From an optimization exercise on the open Yosys and OpenROAD flow, aimed at small area; shortcuts taken in it are not production practice.
In this exercise RTL edits were held to simulation tests only and were not proved equivalent to the original.
No driver is modelled on the clock port, so clocking that relies on it looks cheaper here than on a real chip.
No activity file was given, so power comes from the tool's default toggle rates.

==> flow/design.v <==
`default_nettype none
package battle_pkg;
	typedef logic [7:0] coord_t;  
	typedef logic [2:0] colour_t;  
	typedef logic [4:0] fuel_t;
	typedef logic [3:0] jump_t;
	typedef enum logic [2:0] {
		CLEAR,
		PAINT_MAP,
		DRAW_TANKS,
		WAIT_FRAME,
		ERASE,
		STEP,
		DRAW
	} painter_state_t;
endpackage
`default_nettype wire
`timescale 1ns/10ps
`default_nettype none
module battle_top
#(
	parameter int FRAME_PERIOD = 1000
) (
	input logic clock,
	input logic rst,
	input logic [3:0] key,
	output battle_pkg::coord_t pix_x,
	output battle_pkg::coord_t pix_y,
	output battle_pkg::colour_t pix_colour,
	output logic plot,
	output battle_pkg::fuel_t fuel,
	output logic turn
);
	logic [1:0] mode;
	logic first_frame;  
	logic [14:0] q;
	logic [7:0] px;
	logic [6:0] py;
	logic [10:0] c;
	logic [3:0] jump_st;
	assign px = q[7:0];
	assign py = q[14:8];
	assign c = q[10:0];
	assign jump_st = q[14:11];
	logic fire_key, right_key, left_key, jump_key;
	logic upd;  
	assign fire_key = ~key[0];
	assign right_key = ~key[1];
	assign left_key = ~key[2];
	assign jump_key = ~key[3];
	assign upd = mode[1] && (c == 11'd1150);
	localparam logic [3:0] JUMP_TEN = 4'b0001;
	localparam logic [3:0] JUMP_ZERO = 4'b0111;  
	logic [15:0] q_inc;
	logic [14:0] q_nxt;
	logic [3:0] njump;
	logic screen_mode, row_wrap, screen_wrap, map_end, frame_wrap, first_jump;
	logic walk, erase_end;
	assign screen_mode = ~mode[1];
	assign q_inc = {1'b0, q} + 16'd1;
	assign row_wrap = (px == 8'd255);
	assign screen_wrap = q_inc[15];
	assign map_end = screen_wrap && (mode == 2'd1);
	assign frame_wrap = mode[1] && (c == 11'd2047);
	assign first_frame = mode[1] && (jump_st == 4'b0000);
	assign first_jump = first_frame && row_wrap && q[8];
	assign walk = mode[1] && c[10] && (c[9:8] == 2'd0) && !c[6];
	assign erase_end = walk && !c[7] && (c[5:0] == 6'd63);
	assign q_nxt = q_inc[14:0] |
		((screen_wrap && !map_end) ? 15'd8 << 8 : 15'd0) |  
		((screen_mode && row_wrap && !map_end) ? 15'd96 : 15'd0) |  
		(map_end ? 15'd1152 : 15'd0) |
		(erase_end ? 15'd59 : 15'd0) |
		(frame_wrap ? 15'd989 : 15'd0) |
		(first_jump ? 15'd330 : 15'd0);
	always_ff @(posedge clock) begin
		if (rst) begin
			mode <= 2'd0;
			q <= {7'd7, 8'd255};  
		end else begin
			q[14:11] <= screen_mode ? q_nxt[14:11] : njump;
			q[10:0] <= q_nxt[10:0];
			if (screen_mode) mode <= mode + {1'b0, screen_wrap};
			else if (upd && fire_key) mode[0] <= ~mode[0];  
		end
	end
	battle_pkg::coord_t a_x, a_y, b_x, b_y;
	logic rot, hill_px, ground;
	logic [4:0] sk;  
	logic [2:0] sx_hi;  
	logic [3:0] sy_hi;  
	assign sx_hi = {px[7] && px[6] && px[5], px[6] ^ px[5], !px[5]};
	assign sy_hi = py[6:3] - 4'd1;
	assign sk = {sx_hi[1:0], px[4:2]};
	assign hill_px = !sx_hi[2] && (
		sk == 5'd5 || sk == 5'd6 || sk == 5'd7 || sk == 5'd8 || sk == 5'd9 ||
		sk == 5'd15 || sk == 5'd16 || sk == 5'd17 || sk == 5'd18 || sk == 5'd19 ||
		sk == 5'd25 || sk == 5'd26 || sk == 5'd27 || sk == 5'd28 || sk == 5'd29);
	logic sy_gt_hill, sy_gt_flat;
	assign sy_gt_hill = (sy_hi > 4'd12) || (sy_hi == 4'd12 && py[2:0] > 3'd6);
	assign sy_gt_flat = (sy_hi == 4'd14) && py[2:1] == 2'b11;
	assign ground = hill_px ? sy_gt_hill : sy_gt_flat;
	battle_pkg::coord_t sum_x;
	logic [7:0] op_x;
	logic cin_x;
	battle_pkg::coord_t sum_y;
	logic [7:0] dy;
	always_comb begin
		if (screen_mode) begin
			pix_x = {sx_hi, px[4:0]};
			pix_y = {1'b0, sy_hi, py[2:0]};
			plot = mode[0] || (py[6:3] != 4'd0);
			pix_colour = (mode[0] && ground) ? 3'b111 : 3'b000;
		end else begin
			pix_x = sum_x;
			pix_y = sum_y;
			plot = walk;
			pix_colour = !c[7] ? 3'b000 : (c[5] ? 3'b001 : 3'b010);
		end
	end
	battle_pkg::coord_t nx;
	logic jump_step_ok, stand, fall, rise, go_right, go_left, move_ok;
	logic hill_here, hill_right, hill_left;
	assign move_ok = upd && !fire_key && (fuel != 5'd0);
	logic [5:0] ak;
	logic hk_this, hk_next;
	assign ak = a_x[7:2];
	assign hk_this =
		ak == 6'd9 || ak == 6'd10 || ak == 6'd11 || ak == 6'd12 || ak == 6'd13 ||
		ak == 6'd19 || ak == 6'd20 || ak == 6'd21 || ak == 6'd22 || ak == 6'd23 ||
		ak == 6'd29 || ak == 6'd30 || ak == 6'd31 || ak == 6'd32 || ak == 6'd33;
	assign hk_next =
		ak == 6'd8 || ak == 6'd9 || ak == 6'd10 || ak == 6'd11 || ak == 6'd12 ||
		ak == 6'd18 || ak == 6'd19 || ak == 6'd20 || ak == 6'd21 || ak == 6'd22 ||
		ak == 6'd28 || ak == 6'd29 || ak == 6'd30 || ak == 6'd31 || ak == 6'd32;
	assign hill_left = hk_this;
	assign hill_here = (a_x[1:0] == 2'd3) ? hk_next : hk_this;
	assign hill_right = a_x[1] ? hk_next : hk_this;
	function automatic logic le_const(input logic [7:0] v, input logic [7:0] k);
		le_const = 1'b1;
		for (int i = 0; i < 8; i++)
			le_const = k[i] ? (!v[i] || le_const) : (!v[i] && le_const);
	endfunction
	logic y_le_hill, y_le_flat, y_eq_hill, y_eq_flat, on_ground, above_ground;
	assign y_le_hill = le_const(a_y, 8'd102);
	assign y_le_flat = le_const(a_y, 8'd117);
	assign y_eq_hill = (a_y == 8'd102);
	assign y_eq_flat = (a_y == 8'd117);
	assign on_ground = hill_here ? y_eq_hill : y_eq_flat;
	assign above_ground = (hill_here ? y_le_hill : y_le_flat) && !on_ground;
	always_comb begin
		stand = !jump_key && on_ground;
		fall = (!jump_key || jump_st == JUMP_ZERO) && above_ground;
		rise = jump_key && (jump_st != JUMP_ZERO);
		njump = jump_st;
		if (first_jump) njump = JUMP_TEN;
		if (upd) begin
			if (fire_key) njump = JUMP_TEN;
			else if (fuel != 5'd0) begin
				if (stand) njump = JUMP_TEN;
				else if (fall) njump = JUMP_ZERO;
				else if (rise) njump = {jump_st[2:0], jump_st[3] ^ jump_st[2]};
			end
		end
		go_right = right_key && (a_x != 8'd159) && (hill_right ? y_le_hill : y_le_flat);
		go_left = !go_right && left_key && (a_x != 8'd15) && (hill_left ? y_le_hill : y_le_flat);
	end
	logic dx_on, dx_neg;
	assign dx_on = move_ok && (go_right || go_left);
	assign dx_neg = move_ok && go_left;
	always_comb begin
		if (walk) begin
			op_x = {4'hf, c[3:0]};
			cin_x = 1'b1;
		end else begin
			op_x = {8{dx_neg}};
			cin_x = dx_on && !dx_neg;
		end
	end
	assign sum_x = a_x + op_x + {7'd0, cin_x};
	assign nx = sum_x;
	always_comb begin
		if (walk) dy = c[4] ? 8'd0 : 8'hff;
		else if (move_ok && rise) dy = 8'hff;
		else if (move_ok && fall) dy = 8'd1;
		else dy = 8'd0;
	end
	assign sum_y = a_y + dy;
	assign rot = screen_mode ||
		(walk && c[4:0] == 5'd31) ||
		(mode[1] && c == 11'd1149 && turn) ||
		(upd && !fire_key) ||
		(mode[1] && c == 11'd1151 && !turn);
	always_ff @(posedge clock) begin
		if (rot) begin
			a_x <= b_x;
			a_y <= b_y;
			if (screen_mode) begin
				b_x <= px[0] ? 8'd76 + 8'd15 : 8'd5 + 8'd15;
				b_y <= 8'd110;
			end else begin
				b_x <= nx;
				b_y <= sum_y;
			end
		end
	end
	assign turn = mode[1] && mode[0];
	always_ff @(posedge clock) begin
		if (rst) begin
			fuel <= 5'd30;
		end else if (upd) begin
			if (fire_key) begin
				fuel <= 5'd30;
			end else if (fuel != 5'd0) begin
				if (go_right || go_left || rise) fuel <= fuel - 5'd1;
			end
		end
	end
endmodule
`default_nettype wire
Settings: LEC_CHECK=0, CAP_MARGIN=20, CORE_MARGIN=2, CORE_UTILIZATION=70, SLEW_MARGIN=20; clock period 10.0 ns.
standard.sh (not shown) runs the stock make flow with config.mk's settings and CLKGATE_MAP_FILE= SYNTH_SCRIPT=/design/flow/synth_recipe.tcl, a recipe that flattens the netlist after the stock synthesis.
==> flow/flow/run.sh <==
#!/bin/bash
# Own layout flow:
#  1. the standard synthesis (standard.sh synth), unchanged;
#  2. the logic between its registers remapped by Yosys/ABC for area
#     (remap.ys with each of remap_*.abc; the smallest result is kept);
#     every register keeps its cell and its name;
#  3. the standard layout (standard.sh) of that netlist, given to ORFS
#     as SYNTH_NETLIST_FILES, with two changes:
#     - the port buffers are sky130_fd_sc_hd__buf_1: each port drives or is
#       driven by one cell, so a larger buffer is not needed;
#     - clock tree synthesis inserts no dummy loads, and a clock buffer
#       whose flip-flop clock pins see a slew over 100 ps is upsized
#       (post_cts.tcl, run as ORFS's POST_CTS_TCL hook).
# Logs: make_synth.log and synth_orfs/ (step 1), yosys_remap_*.log (step 2),
# make.log and orfs/logs (step 3), all in this folder.
set -euo pipefail
work=$(pwd)
plat=$FLOW_PLATFORM
lib=$FLOW_HOME/platforms/$plat/lib/sky130_fd_sc_hd__tt_025C_1v80.lib
dontuse=""
for c in probe_p_8 probec_p_8 lpflow_bleeder_1 lpflow_clkbufkapwr_1 lpflow_clkbufkapwr_16 \
	lpflow_clkbufkapwr_2 lpflow_clkbufkapwr_4 lpflow_clkbufkapwr_8 lpflow_clkinvkapwr_1 \
	lpflow_clkinvkapwr_16 lpflow_clkinvkapwr_2 lpflow_clkinvkapwr_4 lpflow_clkinvkapwr_8 \
	lpflow_decapkapwr_12 lpflow_decapkapwr_3 lpflow_decapkapwr_4 lpflow_decapkapwr_6 \
	lpflow_decapkapwr_8 lpflow_inputiso0n_1 lpflow_inputiso0p_1 lpflow_inputiso1n_1 \
	lpflow_inputiso1p_1 lpflow_inputisolatch_1 lpflow_isobufsrc_1 lpflow_isobufsrc_16 \
	lpflow_isobufsrc_2 lpflow_isobufsrc_4 lpflow_isobufsrc_8 lpflow_isobufsrckapwr_16 \
	lpflow_lsbuf_lh_hl_isowell_tap_1 lpflow_lsbuf_lh_hl_isowell_tap_2 \
	lpflow_lsbuf_lh_hl_isowell_tap_4 lpflow_lsbuf_lh_isowell_4 lpflow_lsbuf_lh_isowell_tap_1 \
	lpflow_lsbuf_lh_isowell_tap_2 lpflow_lsbuf_lh_isowell_tap_4; do
	dontuse="$dontuse -dont_use sky130_fd_sc_hd__$c"
done

# 1. standard synthesis
bash standard.sh synth > make_synth.log 2>&1
cp orfs/results/$plat/battle_top/base/1_2_yosys.v std_synth.v
mv orfs synth_orfs

# 2. remap the logic
# each script in its own Yosys run, four at a time; &deepsyn runs stop
# after a set time
for script in flow/remap_*.abc; do
	name=$(basename $script .abc)
	sed -e "s|@LIB@|$lib|g" -e "s|@TOP@|$FLOW_TOP|g" -e "s|@WORK@|$work|g" \
		-e "s|@DONTUSE@|$dontuse|g" -e "s|@ABC@|$work/$script|g" \
		-e "s|@OUT@|$work/$name.v|g" flow/remap.ys > ${name}_run.ys
	( yosys -l yosys_$name.log ${name}_run.ys > /dev/null 2>&1 && touch $name.ok ) &
	while (( $(jobs -rp | wc -l) >= 4 )); do sleep 1; done
done
wait
best=""
best_area=""
for script in flow/remap_*.abc; do
	name=$(basename $script .abc)
	if [[ -f $name.ok ]]; then
		area=$(grep 'Chip area' yosys_$name.log | tail -1 | awk '{print $NF}')
		echo "$name: $area" >> remap_areas.txt
		if [[ -z "$best" ]] || awk "BEGIN { exit !($area < $best_area) }"; then
			best=$name
			best_area=$area
		fi
	fi
done
[[ -n "$best" ]]
echo "kept: $best" >> remap_areas.txt
cp $best.v remap.v

# 3. layout
export SYNTH_NETLIST_FILES=$work/remap.v
export BUFFER_PORTS_ARGS="-buffer_cell sky130_fd_sc_hd__buf_1"
export CTS_ARGS="-sink_clustering_enable -repair_clock_nets -buf_list sky130_fd_sc_hd__clkbuf_8 -sink_clustering_size 60 -sink_clustering_max_diameter 300 -dont_use_dummy_load"
export POST_CTS_TCL=$work/flow/post_cts.tcl
bash standard.sh > make.log 2>&1
Other scripts of this flow, unchanged in this note and not shown: flow/flow/post_cts.tcl, flow/flow/remap.ys, flow/flow/remap_ds0.abc, flow/flow/remap_ds11.abc, flow/flow/remap_ds3.abc, flow/flow/remap_ds42.abc, flow/flow/remap_g5.abc, flow/flow/remap_h3.abc
Rerun with:
- CORE_UTILIZATION: 70 -> 40
=>
- The new run finished with timing, DRC and antenna clean
- non-clock buffer count goes up by 2
- count of clock-buffer cells in the layout stays the same
- critical path depth increases by 2
- fmax drops by 10%
- synthesized area barely changes
- total power came out higher by 2.0%

* * *

## v6
Starts from the design.v that is shown in full above.
Settings: LEC_CHECK=0, CAP_MARGIN=0, CORE_MARGIN=2, CORE_UTILIZATION=60, SLEW_MARGIN=0; clock period 10.0 ns.
Scripts as last shown in full above: flow/flow/run.sh
Other scripts of this flow, unchanged in this note and not shown: flow/flow/post_cts.tcl, flow/flow/remap.ys, flow/flow/remap_ds0.abc, flow/flow/remap_ds11.abc, flow/flow/remap_ds3.abc, flow/flow/remap_ds42.abc, flow/flow/remap_g5.abc, flow/flow/remap_h3.abc
Changes in v7 relative to v6:
- changing CORE_UTILIZATION from 60 to 40
- changing CAP_MARGIN from 0 to 20
- changing SLEW_MARGIN from 0 to 20
==> flow/flow/remap_ds1.abc (new file) <==
strash
ifraig
&get -n
&deepsyn -T 40 -S 1
&put
dch -f
amap -F 3
strash
dch -f
amap -F 3
topo
stime -c
==> flow/flow/remap_ds17.abc (new file) <==
strash
ifraig
&get -n
&deepsyn -T 40 -S 17
&put
dch -f
amap -F 3
strash
dch -f
amap -F 3
topo
stime -c
==> flow/flow/remap_ds23.abc (new file) <==
strash
ifraig
&get -n
&deepsyn -T 40 -S 23
&put
dch -f
amap -F 3
strash
dch -f
amap -F 3
topo
stime -c
==> flow/flow/remap_ds5.abc (new file) <==
strash
ifraig
&get -n
&deepsyn -T 40 -S 5
&put
dch -f
amap -F 3
strash
dch -f
amap -F 3
topo
stime -c
==> flow/flow/remap_dso0.abc (new file) <==
strash
ifraig
&get -n
&deepsyn -T 40 -S 0 -o
&put
dch -f
amap -F 3
strash
dch -f
amap -F 3
topo
stime -c
==> flow/flow/remap_dso42.abc (new file) <==
strash
ifraig
&get -n
&deepsyn -T 40 -S 42 -o
&put
dch -f
amap -F 3
strash
dch -f
amap -F 3
topo
stime -c
Notes after the runs:
- Between v6 and v7, relative area change from synthesis to final layout is lower for v6, v7 comes in above that.
- Lower internal power of the cells was reported by v7, not v6.
- From v6 to v7 the numbers moved as follows: count of non-filler cells in the finished layout grew by 7.6%; fraction of standard cell area in multi-input logic held steady.
- v6 and v7 ended up with nearly the same power drawn by the clock network.
- Setup slack in v7 vs v6: down 0.92 ns

* * *

battle_top, a different RTL version from the one above (not shown whole).
For scale: ~32 I/O pins, ~3500 um^2 of cells after synthesis.
==> flow/config.mk <==
export PLATFORM = sky130hd
export DESIGN_NAME = battle_top
export DESIGN_NICKNAME = battle_top
export VERILOG_FILES = /design/flow/design.v
export SDC_FILE = /design/flow/constraint.sdc
export NUM_CORES = 4
export LEC_CHECK = 0
export CAP_MARGIN = 0
export CORE_MARGIN = 2
export CORE_UTILIZATION = 40
export SLEW_MARGIN = 0
==> flow/constraint.sdc <==
create_clock -name core_clock -period 10.0 [get_ports {clock}]
set_input_delay 2.0000 -clock core_clock [delete_from_list [all_inputs] [get_ports {clock}]]
set_output_delay 2.0000 -clock core_clock [all_outputs]
set_load 0.01 [all_outputs]
==> flow/flow/run.sh <==
#!/bin/bash
# Own layout flow:
#  1. the standard synthesis (standard.sh synth), unchanged;
#  2. the logic between its registers remapped by Yosys/ABC for area
#     (remap.ys with each of remap_*.abc; the smallest result is kept);
#     every register keeps its cell and its name;
#  3. the standard layout (standard.sh) of that netlist, given to ORFS
#     as SYNTH_NETLIST_FILES, with two changes:
#     - the port buffers are sky130_fd_sc_hd__buf_1: each port drives or is
#       driven by one cell, so a larger buffer is not needed;
#     - clock tree synthesis inserts no dummy loads, and a clock buffer
#       whose flip-flop clock pins see a slew over 100 ps is upsized
#       (post_cts.tcl, run as ORFS's POST_CTS_TCL hook).
# Logs: make_synth.log and synth_orfs/ (step 1), yosys_remap_*.log (step 2),
# make.log and orfs/logs (step 3), all in this folder.
set -euo pipefail
work=$(pwd)
plat=$FLOW_PLATFORM
lib=$FLOW_HOME/platforms/$plat/lib/sky130_fd_sc_hd__tt_025C_1v80.lib
dontuse=""
for c in probe_p_8 probec_p_8 lpflow_bleeder_1 lpflow_clkbufkapwr_1 lpflow_clkbufkapwr_16 \
	lpflow_clkbufkapwr_2 lpflow_clkbufkapwr_4 lpflow_clkbufkapwr_8 lpflow_clkinvkapwr_1 \
	lpflow_clkinvkapwr_16 lpflow_clkinvkapwr_2 lpflow_clkinvkapwr_4 lpflow_clkinvkapwr_8 \
	lpflow_decapkapwr_12 lpflow_decapkapwr_3 lpflow_decapkapwr_4 lpflow_decapkapwr_6 \
	lpflow_decapkapwr_8 lpflow_inputiso0n_1 lpflow_inputiso0p_1 lpflow_inputiso1n_1 \
	lpflow_inputiso1p_1 lpflow_inputisolatch_1 lpflow_isobufsrc_1 lpflow_isobufsrc_16 \
	lpflow_isobufsrc_2 lpflow_isobufsrc_4 lpflow_isobufsrc_8 lpflow_isobufsrckapwr_16 \
	lpflow_lsbuf_lh_hl_isowell_tap_1 lpflow_lsbuf_lh_hl_isowell_tap_2 \
	lpflow_lsbuf_lh_hl_isowell_tap_4 lpflow_lsbuf_lh_isowell_4 lpflow_lsbuf_lh_isowell_tap_1 \
	lpflow_lsbuf_lh_isowell_tap_2 lpflow_lsbuf_lh_isowell_tap_4; do
	dontuse="$dontuse -dont_use sky130_fd_sc_hd__$c"
done

# 1. standard synthesis
bash standard.sh synth > make_synth.log 2>&1
cp orfs/results/$plat/battle_top/base/1_2_yosys.v std_synth.v
mv orfs synth_orfs

# 2. remap the logic
best=""
best_area=""
for script in flow/remap_*.abc; do
	name=$(basename $script .abc)
	sed -e "s|@LIB@|$lib|g" -e "s|@TOP@|$FLOW_TOP|g" -e "s|@WORK@|$work|g" \
		-e "s|@DONTUSE@|$dontuse|g" -e "s|@ABC@|$work/$script|g" \
		-e "s|@OUT@|$work/$name.v|g" flow/remap.ys > ${name}_run.ys
	if yosys -l yosys_$name.log ${name}_run.ys > /dev/null 2>&1; then
		area=$(grep 'Chip area' yosys_$name.log | tail -1 | awk '{print $NF}')
		echo "$name: $area" >> remap_areas.txt
		if [[ -z "$best" ]] || awk "BEGIN { exit !($area < $best_area) }"; then
			best=$name
			best_area=$area
		fi
	fi
done
[[ -n "$best" ]]
echo "kept: $best" >> remap_areas.txt
cp $best.v remap.v

# 3. layout
export SYNTH_NETLIST_FILES=$work/remap.v
export BUFFER_PORTS_ARGS="-buffer_cell sky130_fd_sc_hd__buf_1"
export CTS_ARGS="-sink_clustering_enable -repair_clock_nets -buf_list sky130_fd_sc_hd__clkbuf_8 -sink_clustering_size 60 -sink_clustering_max_diameter 300 -dont_use_dummy_load"
export POST_CTS_TCL=$work/flow/post_cts.tcl
bash standard.sh > make.log 2>&1
Other scripts of this flow, unchanged in this note and not shown: flow/flow/post_cts.tcl, flow/flow/remap.ys, flow/flow/remap_a.abc, flow/flow/remap_b.abc, flow/flow/remap_c.abc
The baseline ran to the end with no violations.
Edit:
- CAP_MARGIN: 0 -> 20
- SLEW_MARGIN: 0 -> 20
After rerunning:
- The changed run finished with timing, DRC and antenna clean
- design area stays flat
- worst setup slack degrades by 18 ps
- wire length barely changes
- final cell count does not change
- first-iteration DRC count climbs by 11%

==> re-timing with driven ports <==
The results above use ideal ports. As a check the final layouts listed here were re-extracted and re-timed, cells and wires unchanged. Step 1, drivers: a clkbuf_16 drives clock and a buf_2 each remaining input, both assumed. Step 2 moves the port delays by t, midway between the first and last clock arrival at a register: inputs arrive t later, outputs are due t later. That takes back most of the time a late clock gives input paths. a / b / c = ideal / step 1 / step 2; a / b = the first two.
| run | t, ns | slack for setup (ns) | clock arrival spread, ns |
|---|---|---|---|
| the first run of note 1 | 0.327 | 2.304 / 2.283 / 2.283 | 0.024 / 0.025 |
| the second run of note 1 | 0.343 | 1.449 / 1.429 / 1.429 | 0.018 / 0.017 |
| v6 | 0.341 | 2.368 / 2.348 / 2.348 | 0.024 / 0.025 |
| v7 | 0.343 | 1.449 / 1.429 / 1.429 | 0.018 / 0.017 |
| the first run of note 3 | 0.331 | 2.271 / 2.241 / 2.347 | 0.010 / 0.010 |
| the second run of note 3 | 0.331 | 2.253 / 2.223 / 2.350 | 0.010 / 0.011 |
After both steps every run listed still meets setup and hold. The setup slack of the first run of note 1, which loses most, moves by -0.021 ns with the drivers and by -0.021 ns with both steps.
